Background: an optimization exercise with open tools, aiming at small area. Do not read the settings as production practice. In this exercise RTL edits were held to simulation tests only and were not proved equivalent to the original. Power figures rest on the tool's default switching activity, not on a simulated workload.

==> flow/design.v <==
module axis_lane_packer_ao #(
  parameter int W = 8,
  parameter int N = 4
) (
  input  logic [N*W-1:0] d,
  input  logic [N-1:0]   s,
  output logic [W-1:0]   q
);
  always_comb begin
    q = '0;
    for (int i = 0; i < N; i++) q = q | (d[i*W +: W] & {W{s[i]}});
  end
endmodule
module axis_lane_packer_aoi3 #(
  parameter int W = 8
) (
  input  logic [3*W-1:0] a,
  input  logic [2:0]     b,
  output logic [W-1:0]   q
);
  assign q = ~((a[0 +: W] & {W{b[0]}}) | (a[W +: W] & {W{b[1]}}) | (a[2*W +: W] & {W{b[2]}}));
endmodule
module axis_lane_packer_aoi2 #(
  parameter int W = 8
) (
  input  logic [2*W-1:0] a,
  input  logic [1:0]     b,
  output logic [W-1:0]   q
);
  assign q = ~((a[0 +: W] & {W{b[0]}}) | (a[W +: W] & {W{b[1]}}));
endmodule
module axis_lane_packer_ao8 #(
  parameter int W = 8
) (
  input  logic [8*W-1:0] d,
  input  logic [7:0]     s,
  output logic [W-1:0]   q
);
  logic [W-1:0] n0, n1, n2;
  axis_lane_packer_aoi3 #(.W(W)) u0 (.a(d[0 +: 3*W]),   .b(s[2:0]), .q(n0));
  axis_lane_packer_aoi3 #(.W(W)) u1 (.a(d[3*W +: 3*W]), .b(s[5:3]), .q(n1));
  axis_lane_packer_aoi2 #(.W(W)) u2 (.a(d[6*W +: 2*W]), .b(s[7:6]), .q(n2));
  assign q = ~(n0 & n1 & n2);
endmodule
module axis_lane_packer_ao4 #(
  parameter int W = 8
) (
  input  logic [4*W-1:0] d,
  input  logic [3:0]     s,
  output logic [W-1:0]   q
);
  logic [W-1:0] n0, n1;
  axis_lane_packer_aoi3  #(.W(W)) u0 (.a(d[0 +: 3*W]), .b(s[2:0]), .q(n0));
  axis_lane_packer_nand2 #(.W(W)) u1 (.a(d[3*W +: W]), .b({W{s[3]}}), .q(n1));
  axis_lane_packer_nand2 #(.W(W)) u2 (.a(n0), .b(n1), .q(q));
endmodule
module axis_lane_packer_nand2 #(
  parameter int W = 8
) (
  input  logic [W-1:0] a,
  input  logic [W-1:0] b,
  output logic [W-1:0] q
);
  assign q = ~(a & b);
endmodule
module axis_lane_packer #(
  parameter int LANE_W      = 8,
  parameter int LANES       = 4,
  parameter int DEPTH_LANES = 32,
  parameter int SEG_W       = 12
) (
  input  logic                    clk,
  input  logic                    arst,
  input  logic [LANES*LANE_W-1:0] s_data,
  input  logic [LANES-1:0]        s_keep,
  input  logic                    s_valid,
  input  logic                    s_last,
  output logic                    s_ready,
  output logic [LANES*LANE_W-1:0] m_data,
  output logic [LANES-1:0]        m_keep,
  output logic                    m_valid,
  output logic                    m_last,
  output logic                    m_seg,
  input  logic                    m_ready,
  input  logic [SEG_W-1:0]        seg_len,
  output logic                    keep_err
);
  localparam int NB = 4;                  
  localparam int NR = DEPTH_LANES / NB;   
  localparam int RW = $clog2(NR);
  localparam int PW = $clog2(DEPTH_LANES);
  localparam int BW = LANE_W + 1;         
  function automatic logic [PW:0] add6(input logic [PW:0] a, input logic [PW:0] b, input logic cin);
    logic c;
    c = cin;
    for (int i = 0; i <= PW; i++) begin
      add6[i] = a[i] ^ b[i] ^ c;
      c       = (a[i] & b[i]) | (c & (a[i] ^ b[i]));
    end
  endfunction
  function automatic logic [SEG_W-1:0] add12(input logic [SEG_W-1:0] a, input logic [SEG_W-1:0] b, input logic cin);
    logic c;
    c = cin;
    for (int i = 0; i < SEG_W; i++) begin
      add12[i] = a[i] ^ b[i] ^ c;
      c        = (a[i] & b[i]) | (c & (a[i] ^ b[i]));
    end
  endfunction
  logic [LANE_W-1:0] r_buf [NB][NR];
  logic              r_end [NB][NR];       
  logic [PW:0]       r_wr, r_rd;           
  logic [SEG_W-1:0]  r_seg_len, r_seg_rem;
  logic              r_pkt_first;
  logic [LANES*LANE_W-1:0] r_m_data;
  logic [1:0]        r_m_n;                
  logic              r_m_valid, r_m_last, r_m_seg, r_keep_err;
  logic [PW:0] w_fill;
  assign w_fill  = add6(r_wr, ~r_rd, 1'b1);
  assign s_ready = !(w_fill[5] || (&w_fill[4:2] && |w_fill[1:0]));
  logic [NB-1:0] w_run;                   
  logic [2:0]    w_wcnt;
  logic          w_acc, w_keep_bad;
  assign w_run      = {&s_keep, &s_keep[2:0], &s_keep[1:0], s_keep[0]};
  assign w_keep_bad = |(s_keep & ~w_run);
  assign w_wcnt     = {w_run[3], w_run[1] & !w_run[3], (w_run[0] & !w_run[1]) | (w_run[2] & !w_run[3])};
  assign w_acc      = s_valid & s_ready;
  logic [1:0]    w_wrot;
  logic [RW-1:0] w_wrow;
  assign w_wrot = r_wr[1:0];
  assign w_wrow = r_wr[PW-1:2];
  logic [1:0]    w_pbank;
  logic          w_mark_prev;
  logic [NR-1:0] w_woh;
  assign w_pbank     = w_wrot + w_wcnt[1:0] - 2'd1;
  assign w_mark_prev = w_acc && s_last && w_wcnt == 3'd0;
  always_comb
    for (int r = 0; r < NR; r++) w_woh[r] = w_wrow == RW'(r);
  logic [LANE_W-1:0] w_wdata [NB];
  for (genvar b = 0; b < NB; b++) begin : g_wr
    logic [NB-1:0] lsel;
    always_comb
      for (int i = 0; i < NB; i++) lsel[i] = 2'(b) - w_wrot == 2'(i);
    axis_lane_packer_ao4 #(.W(LANE_W)) u_wmux (.d(s_data), .s(lsel), .q(w_wdata[b]));
  end
  always_ff @(posedge clk) begin
    for (int b = 0; b < NB; b++) begin
      logic [1:0]        li;
      logic              we, xe, mv;
      logic [NR-1:0]     wsel, psel;
      li   = 2'(b) - w_wrot;
      we   = w_acc && w_run[li];
      xe   = w_mark_prev && w_pbank == 2'(b);
      mv   = s_last && w_pbank == 2'(b);
      wsel = (2'(b) < w_wrot) ? {w_woh[NR-2:0], w_woh[NR-1]} : w_woh;
      psel = (b == NB-1) ? {w_woh[0], w_woh[NR-1:1]} : w_woh;
      for (int r = 0; r < NR; r++) begin
        if (we && wsel[r]) r_buf[b][r] <= w_wdata[b];
        if ((we && wsel[r]) || (xe && psel[r])) r_end[b][r] <= mv;
      end
    end
  end
  logic [1:0]    w_rrot;
  logic [RW-1:0] w_rrow;
  logic [NR-1:0] w_roh;
  logic [BW-1:0] w_bank [NB];             
  logic [NB-1:0] w_lane_end;
  assign w_rrot = r_rd[1:0];
  assign w_rrow = r_rd[PW-1:2];
  always_comb
    for (int r = 0; r < NR; r++) w_roh[r] = w_rrow == RW'(r);
  for (genvar b = 0; b < NB; b++) begin : g_rd
    logic [NR-1:0]    rsel;
    logic [NR*BW-1:0] rows;
    assign rsel = (2'(b) < w_rrot) ? {w_roh[NR-2:0], w_roh[NR-1]} : w_roh;
    for (genvar r = 0; r < NR; r++) begin : g_row
      assign rows[r*BW +: BW] = {r_buf[b][r], r_end[b][r]};
    end
    axis_lane_packer_ao8 #(.W(BW)) u_rmux (.d(rows), .s(rsel), .q(w_bank[b]));
  end
  logic [NB-1:0] w_lsel [NB];
  always_comb
    for (int k = 0; k < NB; k++)
      for (int b = 0; b < NB; b++) w_lsel[k][b] = 2'(k) + w_rrot == 2'(b);
  always_comb
    for (int k = 0; k < NB; k++) w_lane_end[k] = |(w_lsel[k] & {w_bank[3][0], w_bank[2][0], w_bank[1][0], w_bank[0][0]});
  logic [SEG_W-1:0] w_rem;
  logic             w_seg_on;
  assign w_rem    = r_pkt_first ? seg_len
                  : r_seg_rem | (r_seg_len & {SEG_W{r_seg_rem == '0}});
  assign w_seg_on = r_pkt_first ? |seg_len : |r_seg_len;
  logic [NB-1:0] w_nt, w_ft, w_kt;        
  logic [NB-1:0] w_endv;
  logic          w_found, w_can_load, w_load, w_seg_end;
  logic [2:0]    w_len;
  assign w_nt[0] = 1'b1;                  
  assign w_nt[1] = !w_seg_on || |w_rem[SEG_W-1:1];
  assign w_nt[2] = !w_seg_on || |w_rem[SEG_W-1:2] || &w_rem[1:0];
  assign w_nt[3] = !w_seg_on || |w_rem[SEG_W-1:2];
  assign w_ft[0] = |w_fill;
  assign w_ft[1] = |w_fill[PW:1];
  assign w_ft[2] = |w_fill[PW:2] || &w_fill[1:0];
  assign w_ft[3] = |w_fill[PW:2];
  assign w_endv  = w_lane_end & w_ft & w_nt;
  assign w_found = |w_endv;
  assign w_kt[0] = 1'b1;
  assign w_kt[1] = w_nt[1] && !w_endv[0];
  assign w_kt[2] = w_nt[2] && !(|w_endv[1:0]);
  assign w_kt[3] = w_nt[3] && !(|w_endv[2:0]);
  assign w_len   = {w_kt[3], w_kt[1] & !w_kt[3], !w_kt[1] | (w_kt[2] & !w_kt[3])};
  assign w_can_load = w_found || ((w_nt & ~w_ft) == '0);
  assign w_load     = w_can_load && (!r_m_valid || m_ready);
  assign w_seg_end  = w_seg_on && !(|w_rem[SEG_W-1:3]) && w_rem[2:0] == w_len;
  logic [LANES*LANE_W-1:0] w_beat;
  for (genvar k = 0; k < NB; k++) begin : g_lane
    logic [NB*LANE_W-1:0] banks;
    for (genvar b = 0; b < NB; b++) begin : g_b
      assign banks[b*LANE_W +: LANE_W] = w_bank[b][BW-1:1];
    end
    axis_lane_packer_ao4 #(.W(LANE_W)) u_omux (
      .d(banks), .s(w_lsel[k] & {NB{w_kt[k]}}), .q(w_beat[k*LANE_W +: LANE_W]));
  end
  logic [SEG_W-1:0] w_len12;
  assign w_len12 = SEG_W'(w_load ? w_len : 3'd0);
  always_ff @(posedge clk) begin
    if (!r_m_valid || m_ready) begin
      r_m_data <= w_beat;
      r_m_n    <= {w_kt[2], (w_kt[1] & !w_kt[2]) | w_kt[3]};
      r_m_last <= w_found || w_seg_end;
      r_m_seg  <= w_seg_end && !w_found;
    end
    if (r_pkt_first) r_seg_len <= seg_len;
    r_seg_rem <= add12(w_rem, ~w_len12, 1'b1);
  end
  always_ff @(posedge clk) begin
    if (arst) begin
      r_wr        <= '0;
      r_rd        <= '0;
      r_pkt_first <= 1'b1;
      r_m_valid   <= 1'b0;
      r_keep_err  <= 1'b0;
    end else begin
      if (w_acc) begin
        r_wr <= add6(r_wr, (PW+1)'(w_wcnt), 1'b0);
        if (w_keep_bad) r_keep_err <= 1'b1;
      end
      if (!r_m_valid || m_ready) r_m_valid <= w_can_load;
      if (w_load) begin
        r_rd        <= add6(r_rd, (PW+1)'(w_len), 1'b0);
        r_pkt_first <= w_found;
      end
    end
  end
  assign m_data   = r_m_data;
  assign m_keep   = {&r_m_n, r_m_n[1], |r_m_n, 1'b1};
  assign m_valid  = r_m_valid;
  assign m_last   = r_m_last;
  assign m_seg    = r_m_seg;
  assign keep_err = r_keep_err;
endmodule
==> flow/flow/run.sh <==
#!/bin/bash
set -euo pipefail
here=$(pwd)
CTS="-sink_clustering_enable -repair_clock_nets -sink_clustering_size 9 -sink_clustering_max_diameter 60 -dont_use_dummy_load -buf_list sky130_fd_sc_hd__clkbuf_4"
bash standard.sh "BUFFER_PORTS_ARGS=-buffer_cell sky130_fd_sc_hd__buf_1" "CTS_ARGS=$CTS" \
  "PRE_RESIZE_TCL=$here/flow/pre_resize.tcl" finish > run_make.log 2>&1
==> flow/flow/pre_resize.tcl <==
# Before repair_design: synthesis maps for speed and leaves many gates at a
# higher drive strength than the design's 12 ns clock needs. Swap each cell
# for the smallest-area cell of the same family (same function and pins,
# another drive strength); repair_design then fixes any slew or load limit
# this breaks, and the later timing repairs still run.
set n 0
set saved 0.0
foreach inst [get_cells *] {
  set cell [get_property $inst ref_name]
  if {![regexp {^(sky130_fd_sc_hd__[a-z0-9]+)_([0-9]+)$} $cell -> base drive]} { continue }
  if {[string match *clkbuf* $base] || [string match *dly* $base]} { continue }
  set cur [get_lib_cells -quiet $cell]
  if {$cur eq ""} { continue }
  set best $cell
  set best_area [get_property $cur area]
  foreach lc [get_lib_cells -quiet ${base}_*] {
    set name [get_property $lc name]
    if {![regexp "^${base}_\[0-9\]+\$" $name]} { continue }
    if {[get_property $lc dont_use]} { continue }
    set a [get_property $lc area]
    if {$a < $best_area} { set best $name; set best_area $a }
  }
  if {$best ne $cell} {
    set saved [expr {$saved + [get_property $cur area] - $best_area}]
    replace_cell $inst $best
    incr n
  }
}
puts "pre_resize: downsized $n instances, [format %.1f $saved] um2"
==> flow/standard.sh <==
#!/bin/bash
# synth_recipe.tcl (not shown) runs the flow's synth.tcl, then flattens the netlist and writes it again
# the make line also repeats each setting of config.mk as NAME=value (left out here)
make -C /OpenROAD-flow-scripts/flow DESIGN_CONFIG=/design/flow/config.mk WORK_HOME=/design/flow/orfs CLKGATE_MAP_FILE= SYNTH_SCRIPT=/design/flow/synth_recipe.tcl "${@:-finish}"
==> flow/config.mk <==
export PLATFORM = sky130hd
export DESIGN_NAME = axis_lane_packer
export DESIGN_NICKNAME = axis_lane_packer
export VERILOG_FILES = /design/flow/design.v
export SDC_FILE = /design/flow/constraint.sdc
export NUM_CORES = 4
export LEC_CHECK = 0
export CAP_MARGIN = 20
export CORE_MARGIN = 2
export CORE_UTILIZATION = 35
export PLACE_DENSITY = 0.55
export SLEW_MARGIN = 20
export SYNTH_HIERARCHICAL = 1
==> flow/constraint.sdc <==
create_clock -name core_clock -period 12.0 [get_ports {clk}]
set_input_delay 2.4000 -clock core_clock [delete_from_list [all_inputs] [get_ports {clk}]]
set_output_delay 2.4000 -clock core_clock [all_outputs]
set_load 0.01 [all_outputs]
==> impl_metrics.prom, run 1 <==
# TYPE chip_impl_metric gauge
chip_impl_metric{name="first_global_vias",unit=""} 10554
chip_impl_metric{name="r2r_cells",unit=""} 25
chip_impl_metric{name="clock_sinks",unit=""} 363
chip_impl_metric{name="drt_iter0_markers",unit=""} 1567
chip_impl_metric{name="wire_length_of_the_first_global_routing_pass",unit="mm"} 66.32
chip_impl_info{name="clock_root_buffer_master",value="clkbuf_4"} 1
chip_impl_info{name="cp-end-kind",value="register"} 1
chip_impl_metric{name="mappedNetlistNets",unit=""} 1307
chip_impl_info{name="rsz0062_at_grt",value="false"} 1
chip_impl_info{name="critical-path-slowest-cell",value="buf_1"} 1
chip_impl_metric{name="synth.distinct_cells",unit=""} 63
chip_impl_info{name="crit_path_frequent_cell",value="ha_1"} 1
chip_impl_metric{name="cts_buffer_depth",unit=""} 3
chip_impl_metric{name="timing_worst_slew_pin_value",unit="ps"} 1215
chip_impl_metric{name="yosys_register_bits",unit=""} 363
chip_impl_info{name="outcome",value="finished clean"} 1
chip_impl_info{name="hold_path.startpoint",value="r_keep_err$_SDFFE_PP0P_"} 1
chip_impl_info{name="worstSetupPathType",value="reg -> reg"} 1
chip_impl_metric{name="portBuffers",unit=""} 92
chip_impl_info{name="synth_commonest_cells",value="edfxtp_1 (336), nand2_1 (191), a222oi_1 (136), nor2_1 (78), inv_1 (49)"} 1
chip_impl_metric{name="drt_first_pass_iters",unit=""} 10
chip_impl_metric{name="cts-htree-levels",unit=""} 2
chip_impl_metric{name="finClkSkew",unit="ps"} 121.6
chip_impl_metric{name="start_util",unit="%"} 35.38
chip_impl_metric{name="post-dp-hpwl",unit="mm"} 32.30
chip_impl_metric{name="finalCritPeriodShare",unit="%"} 57.78
chip_impl_metric{name="design.core.area",unit="mm^2"} 0.04636
chip_impl_metric{name="row_cnt",unit=""} 79
chip_impl_metric{name="die_w",unit="um"} 220.5
chip_impl_metric{name="slew_violations",unit=""} 0
chip_impl_info{name="grt-busiest-layer",value="met2"} 1
chip_impl_info{name="tritoncts",value="done"} 1
chip_impl_metric{name="setup_tns",unit="ps"} 0
chip_impl_info{name="r2r_start",value="r_rd[1]$_SDFFE_PP0P_"} 1
chip_impl_metric{name="floorplan.die.height",unit="um"} 220.5
chip_impl_metric{name="wl_per_cell",unit="um"} 23.36
chip_impl_info{name="startpoint",value="r_rd[1]$_SDFFE_PP0P_"} 1
chip_impl_info{name="synthFlopType",value="edfxtp_1"} 1
chip_impl_info{name="min_path_type",value="reg -> reg"} 1
chip_impl_metric{name="yosysWarningCount",unit=""} 15
chip_impl_metric{name="crit_path_max_fanout",unit=""} 29
chip_impl_metric{name="total_number_of_vias",unit=""} 11084
chip_impl_metric{name="worst_slew_margin_rel",unit="%"} 18.17
chip_impl_metric{name="maxCapViolations",unit=""} 0
chip_impl_metric{name="globalRouteMet2Util",unit="%"} 29.52
chip_impl_metric{name="routed_wire_length",unit="mm"} 45.02
chip_impl_metric{name="hold_viol",unit=""} 0
chip_impl_metric{name="post_cts.resized_instances",unit=""} 0
chip_impl_metric{name="worstPathRequired",unit="ps"} 12650
chip_impl_metric{name="post_synth_inst_count",unit=""} 1222
chip_impl_metric{name="syn2layout_area_growth",unit="%"} 5.416
chip_impl_info{name="synth.most_common_cell",value="edfxtp_1"} 1
chip_impl_metric{name="grtUsageTotal",unit="%"} 18.40
chip_impl_metric{name="synth_edf_count",unit=""} 336
chip_impl_metric{name="cts-buffers-inserted",unit=""} 49
chip_impl_metric{name="fin_cells",unit=""} 1927
chip_impl_metric{name="power_density",unit="mW/mm^2"} 233.1
chip_impl_metric{name="worst_skew_pair.late_latency",unit="ps"} 800
chip_impl_metric{name="overflow",unit=""} 0
chip_impl_metric{name="finish.net_count",unit=""} 1406
chip_impl_metric{name="gp_routability_congestion",unit=""} 0.8891
chip_impl_metric{name="cts.hold.buffers_added",unit=""} 0
chip_impl_metric{name="setup_violations",unit=""} 0
chip_impl_metric{name="place.detailed.instances",unit=""} 1876
chip_impl_info{name="biggest_area_consumer_among_synthesized_cells",value="edfxtp_1"} 1
chip_impl_metric{name="async_reset_ff_share",unit="%"} 0
chip_impl_metric{name="cp_slowest_stage_delay",unit="ps"} 840
chip_impl_metric{name="antenna_found_initial",unit=""} 2
chip_impl_metric{name="period_minus_slack",unit="ps"} 6934
chip_impl_metric{name="share_of_the_yosys_chip_area_belonging_to_registers",unit="%"} 64.81
chip_impl_metric{name="static-leakage-power",unit="nW"} 5.890
chip_impl_metric{name="fmax",unit="MHz"} 144.2
chip_impl_metric{name="synth_top_area_share",unit="%"} 61.51
chip_impl_metric{name="detail_route.drc_violations",unit=""} 0
chip_impl_metric{name="worst_hold_path.num_cells",unit=""} 2
chip_impl_metric{name="cts_setup_buffers",unit=""} 0
chip_impl_metric{name="layout-drive-gt1-share",unit="%"} 5.989
chip_impl_metric{name="grt.met1_usage",unit="%"} 26.15
chip_impl_metric{name="syn_area",unit="mm^2"} 0.01640
chip_impl_metric{name="dieArea",unit="mm^2"} 0.04861
chip_impl_metric{name="io_pins",unit=""} 94
chip_impl_metric{name="ir_drop",unit="mV"} 0.1039
chip_impl_metric{name="grt_start_max_net_pins",unit=""} 40
chip_impl_metric{name="detail-route-antenna-nets",unit=""} 0
chip_impl_metric{name="clkTransAtPathRegs",unit="ps"} 100
chip_impl_info{name="worstSetupStartpointType",value="register"} 1
chip_impl_metric{name="cp.arrival",unit="ps"} 7590
chip_impl_metric{name="vias_per_cell",unit=""} 5.752
chip_impl_metric{name="gr-usage-met3",unit="%"} 2.722
chip_impl_info{name="netlist_top_cells_area",value="edfxtp_1 (62%), a222oi_1 (8.3%), nand2_1 (4.4%), dfxtp_1 (3.3%), a22oi_2 (2.7%)"} 1
chip_impl_metric{name="synthesis.area_per_instance",unit="um^2"} 13.42
placed cells by master (no fill, tap or decap), types with 6 or more instances in the layout:
cell / instances
o22ai_1: 6
nand4_1: 8
nor3_1: 6
edfxtp_1: 336
o21ai_0: 30
mux2_2: 6
nand2_1: 191
nor2_1: 81
a21oi_1: 15
fa_1: 10
and2_1: 6
or3_1: 8
buf_1: 113
ha_1: 21
a22oi_1: 38
a221oi_1: 7
nor4_1: 10
a222oi_1: 136
dfxtp_1: 27
mux2i_1: 10
nor2b_1: 15
a21o_1: 11
nand3_1: 46
inv_1: 49
clkbuf_4: 49
nand2b_1: 17
kinds of logic after synthesis:
| group | count (synthesis) | synth area share (%) |
|---|---|---|
| AO/OA/AOI/OAI | 268 | 14.86 |
| XOR/XNOR | 7 | 0.4653 |
| adder cells (fa/ha/maj) | 32 | 2.899 |
| buffers and inverters | 125 | 4.203 |
| flip-flops | 363 | 64.81 |
| multiplexers | 17 | 1.190 |
| other | 1 | 0.02286 |
| AND/OR/NAND/NOR | 409 | 11.56 |
area by class of cell:
type | count | area, um^2
inverters | 51 | 191.4
clock buffers | 49 | 367.9
flip-flops and latches | 363 | 10630
diodes | 1 | 2.502
fillers | 4439 | 29070
repair buffers | 122 | 491.7
multi-input cells | 734 | 4848
well taps | 607 | 759.5
path summary, 6_finish.rpt:
| check | to | slack [ps] |
|---|---|---|
| worst max-delay path | r_seg_rem[11]$_DFF_P_ | 5070 |
| worst min-delay path | r_keep_err$_SDFFE_PP0P_ | 480 |
| worst max register to register | r_seg_rem[11]$_DFF_P_ | 5070 |
| worst min register to register | r_keep_err$_SDFFE_PP0P_ | 480 |
report_power, final:
group	switching, mW	leakage, nW	internal (mW)
logic	1.18	2.32	0.470
clock network	0.398	0.225	0.187
registers	0.0778	3.34	1.72
per-stage QoR:
stage | setup slack, ps | utilization [%] | hold slack, ps | cell area, um^2 | total power, mW
after CTS | 5126 | 37.25 | 486.6 | 17270 | 4.031
after floorplan | 5800 | - | 480.8 | 16400 | 2.916
final | 5066 | 37.30 | 482.8 | 17290 | 4.031
after global placement | 5259 | 37.14 | 456.6 | 17220 | 3.472
after detailed placement | 5075 | 36.46 | 473.1 | 16900 | 3.453
after global routing | 4611 | 37.30 | 534.9 | 17290 | 4.269
flip-flops by register name, summed over array words and instances (netlist names), 2 cells and up:
name	count
r_seg_rem	12
r_end	32
r_rd	6
r_wr	6
r_seg_len	12
r_buf	256
r_m_data	32
r_m_n	2
critical path, delay by kind of cell, from the launching register on:
family | cells | cell delay (ps)
XOR/XNOR | 1 | 160
flip-flops | 1 | 630
adder cells (fa/ha/maj) | 10 | 2000
AND/OR/NAND/NOR | 5 | 1320
buffers and inverters | 5 | 1460
multiplexers | 1 | 370
AO/OA/AOI/OAI | 3 | 970
routing by layer:
layer	vias up	part of all wire [%]	wire length [um]
li1	5036	-	-
met1	5482	45	20210
met2	517	46	20690
met3	49	7.5	3358
met4	0	1.7	755
met5	-	0	0
==> run 2: changes to the inputs <==
==> flow/flow/run.sh (replaced) <==
#!/bin/bash
set -euo pipefail
here=$(pwd)
CTS="-sink_clustering_enable -repair_clock_nets -sink_clustering_size 8 -sink_clustering_max_diameter 60 -dont_use_dummy_load -buf_list sky130_fd_sc_hd__clkbuf_4"
bash standard.sh "BUFFER_PORTS_ARGS=-buffer_cell sky130_fd_sc_hd__buf_1" "CTS_ARGS=$CTS" \
  "PRE_RESIZE_TCL=$here/flow/pre_resize.tcl" finish > run_make.log 2>&1
==> run 2 against run 1 <==
Combinational power about the same. Core utilization up 0.081 points. Register-to-register slack worse by 50 ps. Setup slack worse by 54 ps. Cell count up 0.26%. Global-route usage about the same. Clock power up 3.8%. Sequential share of layout area down 0.13 points. First-iteration DRC count up 5.2%. Via count about the same. Cell area up 0.22%. Non-clock buffer count unchanged.
==> impl_metrics.prom, run 2 <==
# TYPE chip_impl_metric gauge
chip_impl_metric{name="io_pins",unit=""} 94
chip_impl_info{name="min_path_type",value="reg -> reg"} 1
chip_impl_metric{name="finClkSkew",unit="ps"} 118.6
chip_impl_info{name="worstSetupStartpointType",value="register"} 1
chip_impl_metric{name="timing_worst_slew_pin_value",unit="ps"} 1245
chip_impl_metric{name="cts_buffer_depth",unit=""} 3
chip_impl_metric{name="post-dp-hpwl",unit="mm"} 32.30
chip_impl_metric{name="utilization",unit="%"} 37.38
chip_impl_metric{name="start_util",unit="%"} 35.38
chip_impl_info{name="outcome",value="finished clean"} 1
chip_impl_metric{name="first_global_vias",unit=""} 10544
chip_impl_metric{name="setup_violations",unit=""} 0
chip_impl_info{name="synth.most_common_cell",value="edfxtp_1"} 1
chip_impl_metric{name="total_number_of_vias",unit=""} 11075
chip_impl_info{name="largest_register",value="r_buf"} 1
chip_impl_metric{name="fmax",unit="MHz"} 143.1
chip_impl_metric{name="design.core.area",unit="mm^2"} 0.04636
chip_impl_metric{name="drt_first_pass_iters",unit=""} 11
chip_impl_metric{name="overflow",unit=""} 0
chip_impl_metric{name="worst_skew_pair.late_latency",unit="ps"} 810
chip_impl_metric{name="post_cts.resized_instances",unit=""} 0
chip_impl_metric{name="wl_met1",unit="mm"} 19.69
chip_impl_metric{name="syn2layout_area_growth",unit="%"} 5.644
chip_impl_metric{name="setup_tns",unit="ps"} 0
chip_impl_metric{name="maxCapViolations",unit=""} 0
chip_impl_metric{name="wire_length_of_the_first_global_routing_pass",unit="mm"} 66.27
chip_impl_metric{name="worstPathRequired",unit="ps"} 12650
chip_impl_metric{name="wl_per_cell",unit="um"} 23.28
chip_impl_info{name="synthFlopType",value="edfxtp_1"} 1
chip_impl_metric{name="grt_start_max_net_pins",unit=""} 40
chip_impl_metric{name="antenna_found_initial",unit=""} 3
chip_impl_metric{name="synth.distinct_cells",unit=""} 63
chip_impl_metric{name="worst_slew_margin_rel",unit="%"} 16.13
chip_impl_metric{name="finish.net_count",unit=""} 1411
chip_impl_info{name="clock_root_buffer_master",value="clkbuf_4"} 1
chip_impl_metric{name="static-leakage-power",unit="nW"} 5.913
chip_impl_metric{name="drt_iter0_markers",unit=""} 1648
chip_impl_metric{name="layout-drive-gt1-share",unit="%"} 6.344
chip_impl_metric{name="fillCellCount",unit=""} 4441
chip_impl_metric{name="async_reset_ff_share",unit="%"} 0
chip_impl_metric{name="die_w",unit="um"} 220.5
chip_impl_metric{name="dieArea",unit="mm^2"} 0.04861
chip_impl_metric{name="clock_sinks",unit=""} 363
chip_impl_metric{name="floorplan.die.height",unit="um"} 220.5
chip_impl_info{name="netlist_top_cells_area",value="edfxtp_1 (62%), a222oi_1 (8.3%), nand2_1 (4.4%), dfxtp_1 (3.3%), a22oi_2 (2.7%)"} 1
chip_impl_metric{name="detailroute.wirelength.met2",unit="mm"} 20.53
chip_impl_info{name="final_common_cell",value="edfxtp_1"} 1
chip_impl_metric{name="vias_per_cell",unit=""} 5.732
chip_impl_info{name="layout_top_registers",value="r_buf x256, r_end x32, r_m_data x32"} 1
chip_impl_info{name="cp-end-kind",value="register"} 1
chip_impl_metric{name="largest_register_ff_count",unit=""} 256
chip_impl_info{name="rsz0062_at_grt",value="false"} 1
chip_impl_metric{name="cts_setup_buffers",unit=""} 0
chip_impl_metric{name="share_of_the_yosys_chip_area_belonging_to_registers",unit="%"} 64.81
chip_impl_metric{name="clkTransAtPathRegs",unit="ps"} 90
chip_impl_info{name="route.top_layer_used",value="met4"} 1
chip_impl_metric{name="syn_area",unit="mm^2"} 0.01640
chip_impl_metric{name="crit_path_max_fanout",unit=""} 29
chip_impl_metric{name="period_minus_slack",unit="ps"} 6988
chip_impl_metric{name="cts-htree-levels",unit=""} 2
chip_impl_metric{name="grtUsageTotal",unit="%"} 18.42
chip_impl_info{name="mostFrequentLayoutCells",value="edfxtp_1 (336), nand2_1 (191), a222oi_1 (136), buf_1 (113), nor2_1 (81)"} 1
chip_impl_info{name="worstSetupPathType",value="reg -> reg"} 1
chip_impl_info{name="biggest_area_consumer_among_synthesized_cells",value="edfxtp_1"} 1
chip_impl_metric{name="gp_routability_congestion",unit=""} 0.8891
chip_impl_metric{name="finalCritPeriodShare",unit="%"} 58.23
chip_impl_metric{name="power.total",unit="mW"} 4.052
chip_impl_metric{name="synth_top_area_share",unit="%"} 61.51
chip_impl_metric{name="cp.arrival",unit="ps"} 7630
chip_impl_metric{name="row_cnt",unit=""} 79
chip_impl_metric{name="detail-route-antenna-nets",unit=""} 0
chip_impl_metric{name="detail_route.drc_violations",unit=""} 0
chip_impl_info{name="tritoncts",value="done"} 1
chip_impl_metric{name="routed_wire_length",unit="mm"} 44.97
chip_impl_metric{name="slew_violations",unit=""} 0
chip_impl_metric{name="ir_drop",unit="mV"} 0.1052
chip_impl_metric{name="met3_length",unit="mm"} 3.927
chip_impl_metric{name="synthesis.area_per_instance",unit="um^2"} 13.42
chip_impl_metric{name="yosysWarningCount",unit=""} 15
chip_impl_metric{name="power_density",unit="mW/mm^2"} 233.8
chip_impl_metric{name="portBuffers",unit=""} 92
chip_impl_metric{name="cts-buffers-inserted",unit=""} 54
chip_impl_metric{name="cts.hold.buffers_added",unit=""} 0
chip_impl_metric{name="mappedNetlistNets",unit=""} 1307
chip_impl_metric{name="hold_viol",unit=""} 0
chip_impl_metric{name="post_synth_inst_count",unit=""} 1222
chip_impl_info{name="synth_commonest_cells",value="edfxtp_1 (336), nand2_1 (191), a222oi_1 (136), nor2_1 (78), inv_1 (49)"} 1
chip_impl_metric{name="synth_edf_count",unit=""} 336
chip_impl_metric{name="yosys_register_bits",unit=""} 363
==> run 2: layout make-up <==
type	instances	area [um^2]	share of cell area, %
sequential	363	10630	61.34
multi-input combinational	734	4848	27.98
tap	607	759.5	4.383
timing repair buffer	122	491.7	2.838
clock buffer	54	405.4	2.339
inverter	51	191.4	1.105
antenna	1	2.502	0.01444
==> run 2: worst max-delay path, cell delays in order, from the launching register on <==
cell,delay [ps]
dfxtp_1,980
nand2_1,660
nand2_1,170
o21ai_0,440
a222oi_1,470
nand3_1,270
mux2_2,350
o221a_2,290
or2_0,250
or3_1,460
inv_1,180
nor4_1,110
fa_1,410
inv_1,70
fa_1,160
inv_1,40
ha_1,170
ha_1,180
ha_1,180
ha_1,180
ha_1,180
ha_1,180
ha_1,180
ha_1,180
xor2_1,160
==> run 2: report_power, final <==
| part | switching [mW] | internal [mW] |
|---|---|---|
| sequential | 0.0777 | 1.72 |
| combinational | 1.18 | 0.470 |
| clock | 0.402 | 0.205 |
==> run 2: per-layer routing <==
layer	global-route usage, %	up-vias
met3	2.845	70
met1	26.09	5453
met2	29.40	511
li1	-	5041
met4	5.190	0
met5	0	-
==> run 2: path summary, 6_finish.rpt <==
kind / startpoint / end / slack, ps / cells after the start
setup / recovery: r_rd[1]$_SDFFE_PP0P_ / r_seg_rem[11]$_DFF_P_ / 5010 / 24
hold / removal: r_keep_err$_SDFFE_PP0P_ / r_keep_err$_SDFFE_PP0P_ / 480 / 2
setup reg to reg: r_rd[1]$_SDFFE_PP0P_ / r_seg_rem[11]$_DFF_P_ / 5010 / 24
hold reg to reg: r_keep_err$_SDFFE_PP0P_ / r_keep_err$_SDFFE_PP0P_ / 480 / 2
==> run 2: kinds of logic after synthesis <==
family	after synthesis	synth area share, %
xor gates and xnor gates	7	0.4653
muxes	17	1.190
other	1	0.02286
adders and majority gates	32	2.899
and+or+nand+nor	409	11.56
DFF	363	64.81
buffers and inverters	125	4.203
AOI/OAI and AO/OA	268	14.86
==> run 2: metrics by stage <==
step           worst slack [ps]  instances  cell area [um^2]  hold slack (ps)
6_report                   5012       1932             17330            482.8
5_1_grt                    4576       1932             17330            534.9
4_1_cts                    5084       1930             17310            486.6
3_5_place_dp               5075       1876             16900            473.1
3_3_place_gp               5259       1873             17220            456.6
2_1_floorplan              5800       1222             16400            480.8
==> run 3: changes to the inputs <==
--- a/flow/design.v
+++ b/flow/design.v
@@ -41,27 +41,6 @@
   axis_lane_packer_aoi3 #(.W(W)) u1 (.a(d[3*W +: 3*W]), .b(s[5:3]), .q(n1));
   axis_lane_packer_aoi2 #(.W(W)) u2 (.a(d[6*W +: 2*W]), .b(s[7:6]), .q(n2));
   assign q = ~(n0 & n1 & n2);
-endmodule
-module axis_lane_packer_ao4 #(
-  parameter int W = 8
-) (
-  input  logic [4*W-1:0] d,
-  input  logic [3:0]     s,
-  output logic [W-1:0]   q
-);
-  logic [W-1:0] n0, n1;
-  axis_lane_packer_aoi3  #(.W(W)) u0 (.a(d[0 +: 3*W]), .b(s[2:0]), .q(n0));
-  axis_lane_packer_nand2 #(.W(W)) u1 (.a(d[3*W +: W]), .b({W{s[3]}}), .q(n1));
-  axis_lane_packer_nand2 #(.W(W)) u2 (.a(n0), .b(n1), .q(q));
-endmodule
-module axis_lane_packer_nand2 #(
-  parameter int W = 8
-) (
-  input  logic [W-1:0] a,
-  input  logic [W-1:0] b,
-  output logic [W-1:0] q
-);
-  assign q = ~(a & b);
 endmodule
 module axis_lane_packer #(
   parameter int LANE_W      = 8,
@@ -112,7 +91,7 @@
   logic [SEG_W-1:0]  r_seg_len, r_seg_rem;
   logic              r_pkt_first;
   logic [LANES*LANE_W-1:0] r_m_data;
-  logic [1:0]        r_m_n;                
+  logic [NB-1:1]     r_m_keep;             
   logic              r_m_valid, r_m_last, r_m_seg, r_keep_err;
   logic [PW:0] w_fill;
   assign w_fill  = add6(r_wr, ~r_rd, 1'b1);
@@ -140,7 +119,7 @@
     logic [NB-1:0] lsel;
     always_comb
       for (int i = 0; i < NB; i++) lsel[i] = 2'(b) - w_wrot == 2'(i);
-    axis_lane_packer_ao4 #(.W(LANE_W)) u_wmux (.d(s_data), .s(lsel), .q(w_wdata[b]));
+    axis_lane_packer_ao #(.W(LANE_W), .N(NB)) u_wmux (.d(s_data), .s(lsel), .q(w_wdata[b]));
   end
   always_ff @(posedge clk) begin
     for (int b = 0; b < NB; b++) begin
@@ -216,20 +195,22 @@
     for (genvar b = 0; b < NB; b++) begin : g_b
       assign banks[b*LANE_W +: LANE_W] = w_bank[b][BW-1:1];
     end
-    axis_lane_packer_ao4 #(.W(LANE_W)) u_omux (
+    axis_lane_packer_ao #(.W(LANE_W), .N(NB)) u_omux (
       .d(banks), .s(w_lsel[k] & {NB{w_kt[k]}}), .q(w_beat[k*LANE_W +: LANE_W]));
   end
   logic [SEG_W-1:0] w_len12;
-  assign w_len12 = SEG_W'(w_load ? w_len : 3'd0);
+  assign w_len12 = SEG_W'(w_len);
   always_ff @(posedge clk) begin
     if (!r_m_valid || m_ready) begin
       r_m_data <= w_beat;
-      r_m_n    <= {w_kt[2], (w_kt[1] & !w_kt[2]) | w_kt[3]};
+      r_m_keep <= w_kt[NB-1:1];
       r_m_last <= w_found || w_seg_end;
       r_m_seg  <= w_seg_end && !w_found;
     end
     if (r_pkt_first) r_seg_len <= seg_len;
-    r_seg_rem <= add12(w_rem, ~w_len12, 1'b1);
+    if (w_load) begin
+      r_seg_rem <= add12(w_rem, ~w_len12, 1'b1);
+    end
   end
   always_ff @(posedge clk) begin
     if (arst) begin
@@ -251,7 +232,7 @@
     end
   end
   assign m_data   = r_m_data;
-  assign m_keep   = {&r_m_n, r_m_n[1], |r_m_n, 1'b1};
+  assign m_keep   = {r_m_keep, 1'b1};
   assign m_valid  = r_m_valid;
   assign m_last   = r_m_last;
   assign m_seg    = r_m_seg;
==> flow/flow/run.sh (replaced) <==
#!/bin/bash
set -euo pipefail
here=$(pwd)
CTS="-sink_clustering_enable -repair_clock_nets -sink_clustering_size 10 -sink_clustering_max_diameter 30 -dont_use_dummy_load -buf_list sky130_fd_sc_hd__clkbuf_4"
bash standard.sh "BUFFER_PORTS_ARGS=-buffer_cell sky130_fd_sc_hd__buf_1" "CTS_ARGS=$CTS" \
  "PRE_RESIZE_TCL=$here/flow/pre_resize.tcl" finish > run_make.log 2>&1
--- a/flow/config.mk
+++ b/flow/config.mk
@@ -8,6 +8,6 @@
 export CAP_MARGIN = 20
 export CORE_MARGIN = 2
 export CORE_UTILIZATION = 35
-export PLACE_DENSITY = 0.55
+export PLACE_DENSITY = 0.65
 export SLEW_MARGIN = 20
 export SYNTH_HIERARCHICAL = 1
==> run 3 against run 2 <==
Register-to-register slack better by 90 ps. Global-route usage down 0.58 points. Clock power up 8.4%. Largest cell class unchanged.
==> impl_metrics.prom, run 3 <==
# TYPE chip_impl_metric gauge
chip_impl_metric{name="worst_slew_margin_rel",unit="%"} 24.98
chip_impl_info{name="synth.most_common_cell",value="edfxtp_1"} 1
chip_impl_metric{name="worstPathRequired",unit="ps"} 12450
chip_impl_metric{name="mappedNetlistNets",unit=""} 1297
chip_impl_metric{name="cts_setup_buffers",unit=""} 0
chip_impl_metric{name="first_global_vias",unit=""} 10917
chip_impl_metric{name="start_util",unit="%"} 35.59
chip_impl_metric{name="grtUsageTotal",unit="%"} 17.85
chip_impl_metric{name="largest_register_ff_count",unit=""} 256
chip_impl_metric{name="dieArea",unit="mm^2"} 0.04920
chip_impl_metric{name="overflow",unit=""} 0
chip_impl_metric{name="total_number_of_vias",unit=""} 11168
chip_impl_metric{name="slew_violations",unit=""} 0
chip_impl_info{name="rsz0062_at_grt",value="false"} 1
chip_impl_metric{name="crit_path_max_fanout",unit=""} 12
chip_impl_metric{name="synthesis.area_per_instance",unit="um^2"} 13.72
chip_impl_metric{name="switching_share",unit="%"} 38.59
chip_impl_metric{name="grt_start_max_net_pins",unit=""} 37
chip_impl_metric{name="drt_first_pass_iters",unit=""} 19
chip_impl_metric{name="cp.arrival",unit="ps"} 7350
chip_impl_metric{name="period_minus_slack",unit="ps"} 6899
chip_impl_info{name="largest_register",value="r_buf"} 1
chip_impl_info{name="layout_top_registers",value="r_buf x256, r_end x32, r_m_data x32"} 1
chip_impl_metric{name="pwr-share-clk",unit="%"} 17.1
chip_impl_metric{name="die_w",unit="um"} 221.8
chip_impl_metric{name="portBuffers",unit=""} 92
chip_impl_metric{name="finalCritPeriodShare",unit="%"} 57.50
chip_impl_info{name="min_path_type",value="reg -> reg"} 1
chip_impl_metric{name="fmax",unit="MHz"} 144.9
chip_impl_info{name="clock_root_buffer_master",value="clkbuf_4"} 1
chip_impl_metric{name="cts-htree-levels",unit=""} 3
chip_impl_metric{name="cts-buffers-inserted",unit=""} 68
chip_impl_metric{name="setup_tns",unit="ps"} 0
chip_impl_metric{name="antenna_found_initial",unit=""} 6
chip_impl_metric{name="ir_drop",unit="mV"} 0.07968
chip_impl_metric{name="synth.distinct_cells",unit=""} 61
chip_impl_metric{name="post_synth_inst_count",unit=""} 1210
chip_impl_metric{name="setup_violations",unit=""} 0
chip_impl_metric{name="drt_iter0_markers",unit=""} 1593
chip_impl_metric{name="post_cts.resized_instances",unit=""} 0
chip_impl_info{name="worstSetupStartpointType",value="register"} 1
chip_impl_metric{name="detail_route.drc_violations",unit=""} 0
chip_impl_metric{name="wire_length_of_the_first_global_routing_pass",unit="mm"} 66.36
chip_impl_metric{name="power.sequential.fraction",unit="%"} 45.6
chip_impl_info{name="mostFrequentLayoutCells",value="edfxtp_1 (349), a22oi_1 (166), nand2_1 (111), buf_1 (107), nor2_1 (90)"} 1
chip_impl_metric{name="timing_worst_slew_pin_value",unit="ps"} 1118
chip_impl_metric{name="vias_per_cell",unit=""} 5.841
chip_impl_metric{name="worst_skew_pair.late_latency",unit="ps"} 820
chip_impl_metric{name="clkTransAtPathRegs",unit="ps"} 70
chip_impl_metric{name="finish.net_count",unit=""} 1392
chip_impl_metric{name="syn_area",unit="mm^2"} 0.01660
chip_impl_metric{name="clock_sinks",unit=""} 364
chip_impl_metric{name="total_switching_power",unit="mW"} 1.486
chip_impl_metric{name="async_reset_ff_share",unit="%"} 0
chip_impl_metric{name="design.core.area",unit="mm^2"} 0.04665
chip_impl_info{name="netlist_top_cells_area",value="edfxtp_1 (63%), a22oi_1 (5.9%), a222oi_1 (4.3%), a22oi_2 (2.7%), nand2_1 (2.5%)"} 1
chip_impl_metric{name="total_non_filler_cell_area_in_the_finished_layout",unit="mm^2"} 0.01750
chip_impl_metric{name="static-leakage-power",unit="nW"} 5.876
chip_impl_metric{name="cts_buffer_depth",unit=""} 3
chip_impl_metric{name="detail-route-antenna-nets",unit=""} 0
chip_impl_info{name="outcome",value="finished clean"} 1
chip_impl_metric{name="row_cnt",unit=""} 79
chip_impl_metric{name="post_dp_cell_area",unit="mm^2"} 0.01697
chip_impl_metric{name="layout-drive-gt1-share",unit="%"} 7.291
chip_impl_metric{name="pwr-share-comb",unit="%"} 37.3
chip_impl_metric{name="floorplan.die.height",unit="um"} 221.8
chip_impl_metric{name="fillCellCount",unit=""} 4418
chip_impl_metric{name="yosys_register_bits",unit=""} 364
chip_impl_info{name="r2r_start",value="r_rd[3]$_SDFFE_PP0P_"} 1
chip_impl_info{name="worstSetupPathType",value="reg -> reg"} 1
chip_impl_metric{name="share_of_the_yosys_chip_area_belonging_to_registers",unit="%"} 64.93
chip_impl_metric{name="intPower",unit="mW"} 2.365
chip_impl_metric{name="routed_wire_length",unit="mm"} 44.55
chip_impl_metric{name="syn2layout_area_growth",unit="%"} 5.373
chip_impl_metric{name="power_density",unit="mW/mm^2"} 220.1
chip_impl_info{name="synth_commonest_cells",value="edfxtp_1 (349), a22oi_1 (130), nand2_1 (111), nor2_1 (90), a222oi_1 (72)"} 1
chip_impl_info{name="cp-end-kind",value="register"} 1
chip_impl_info{name="hold_path.startpoint",value="r_keep_err$_SDFFE_PP0P_"} 1
chip_impl_info{name="final_common_cell",value="edfxtp_1"} 1
chip_impl_metric{name="power.total",unit="mW"} 3.851
chip_impl_metric{name="finClkSkew",unit="ps"} 123.6
chip_impl_metric{name="gp_routability_congestion",unit=""} 0.8294
chip_impl_metric{name="post-dp-hpwl",unit="mm"} 31.32
chip_impl_metric{name="hold_viol",unit=""} 0
chip_impl_metric{name="place.detailed.instances",unit=""} 1841
chip_impl_metric{name="synth_edf_count",unit=""} 349
chip_impl_metric{name="synth_top_area_share",unit="%"} 63.12
chip_impl_metric{name="yosysWarningCount",unit=""} 16
chip_impl_info{name="startpoint",value="r_rd[3]$_SDFFE_PP0P_"} 1
chip_impl_info{name="biggest_area_consumer_among_synthesized_cells",value="edfxtp_1"} 1
chip_impl_metric{name="final.hold.worst_slack",unit="ps"} 525.6
chip_impl_info{name="synthFlopType",value="edfxtp_1"} 1
chip_impl_metric{name="wl_per_cell",unit="um"} 23.30
chip_impl_metric{name="cts.hold.buffers_added",unit=""} 0
chip_impl_metric{name="fin_cells",unit=""} 1912
chip_impl_metric{name="io_pins",unit=""} 94
chip_impl_info{name="tritoncts",value="done"} 1
chip_impl_metric{name="maxCapViolations",unit=""} 0
run 3: changes by cell type after synthesis, moves of 13 or more:
cell      change
a222oi_1     -64
a22oi_1     +128
buf_2        +23
edfxtp_1     +13
nand2_1      -80
o21ai_0      -17
run 3: final cells by class:
type / instances / area, um^2 / area share, %
Multi-Input combinational cell: 707 / 4778 / 27.31
Antenna cell: 2 / 5.005 / 0.02861
Clock buffer: 68 / 510.5 / 2.918
Timing Repair Buffer: 118 / 489.2 / 2.796
Tap cell: 607 / 759.5 / 4.341
Sequential cell: 364 / 10780 / 61.62
Inverter: 46 / 172.7 / 0.9869
run 3: through the flow:
stage	util (%)	setup WS [ps]
finish	37.50	5101
global route	37.50	4707
CTS	37.47	5264
detailed placement	36.38	5072
global placement	36.95	5209
floorplan	-	5688
run 3: logic make-up (layout without fill, tap and decap cells):
| family | count (synthesis) | count (layout) | synth area share (%) |
|---|---|---|---|
| multiplexers | 15 | 15 | 0.9571 |
| AO/OA/AOI/OAI | 328 | 328 | 16.92 |
| XOR/XNOR | 10 | 10 | 0.6104 |
| adder cells (fa/ha/maj) | 34 | 34 | 3.014 |
| flip-flops | 364 | 364 | 64.93 |
| AND/OR/NAND/NOR | 319 | 319 | 8.681 |
| buffers and inverters | 139 | 232 | 4.868 |
| other | 1 | 3 | 0.02259 |
run 3: path summary, 6_finish.rpt:
| path | cells past startpoint | endpoint | slack (ps) |
|---|---|---|---|
| min | 2 | r_keep_err$_SDFFE_PP0P_ | 530 |
| min reg2reg | 2 | r_keep_err$_SDFFE_PP0P_ | 530 |
| max reg2reg | 26 | r_seg_rem[11]$_DFFE_PP_ | 5100 |
| max | 26 | r_seg_rem[11]$_DFFE_PP_ | 5100 |
run 3: per-layer routing:
metal	share of wire, %	track usage, %
met1	39	22.79
met4	2.3	6.125
met5	0.11	0
met2	49	29.57
met3	9.6	4.519
run 3: worst max-delay path, cell delays in order, from the launching register on:
cell,delay (ps)
dfxtp_1,600
nand2b_1,220
nor2_1,860
nand2_1,140
o21ai_1,630
a222oi_1,170
nand3_1,320
mux2_2,230
nor2_1,40
a221oi_1,430
nor2_1,70
o21ai_1,280
o21bai_1,180
ha_1,240
fa_1,350
inv_1,70
fa_1,160
inv_1,50
ha_1,170
ha_1,180
ha_1,180
ha_1,180
ha_1,180
ha_1,180
ha_1,180
ha_1,190
xnor2_1,120
run 3: power groups by stage:
stage	Sequential (mW)	Combinational, mW	Clock, mW
final	1.76	1.44	0.658
after global routing	1.77	1.57	0.732
after CTS	1.76	1.42	0.675
after detailed placement	1.78	1.42	0
after global placement	1.78	1.42	0
after floorplan	1.79	0.983	0

separate check: timing with driven ports:
The flow's constraints put no driver on any port. The routed layouts listed below were extracted and timed again, unchanged, in two steps.
Step 1: set_driving_cell puts a clkbuf_16 on clk and a buf_2 on each other input, an assumption about the parent block.
Step 2 adds t to the input delays and takes it off the output delays; t is the mean of the earliest and latest rising clock arrival at the registers after step 1. Input paths then give back, and output paths get back, about the clock's delay inside the block.
Slacks: ideal / step 1 / step 2; pairs: ideal / step 1.
run	t, ns	slack for setup (ns)	worst register clock-pin slew, ns	worst slew at a driven data input, ns	pins driven straight from the clock port
run 1	0.792	5.066 / 5.066 / 5.066	0.11 / 0.11	0.06	1
run 2	0.798	5.012 / 5.012 / 5.012	0.10 / 0.10	0.06	1
run 3	0.809	5.101 / 5.101 / 4.998	0.10 / 0.10	0.09	1
After both steps setup and hold are still met in every run listed. For run 3, which loses most, drivers alone change the setup slack by 0.000 ns; drivers and shift together by -0.103 ns.
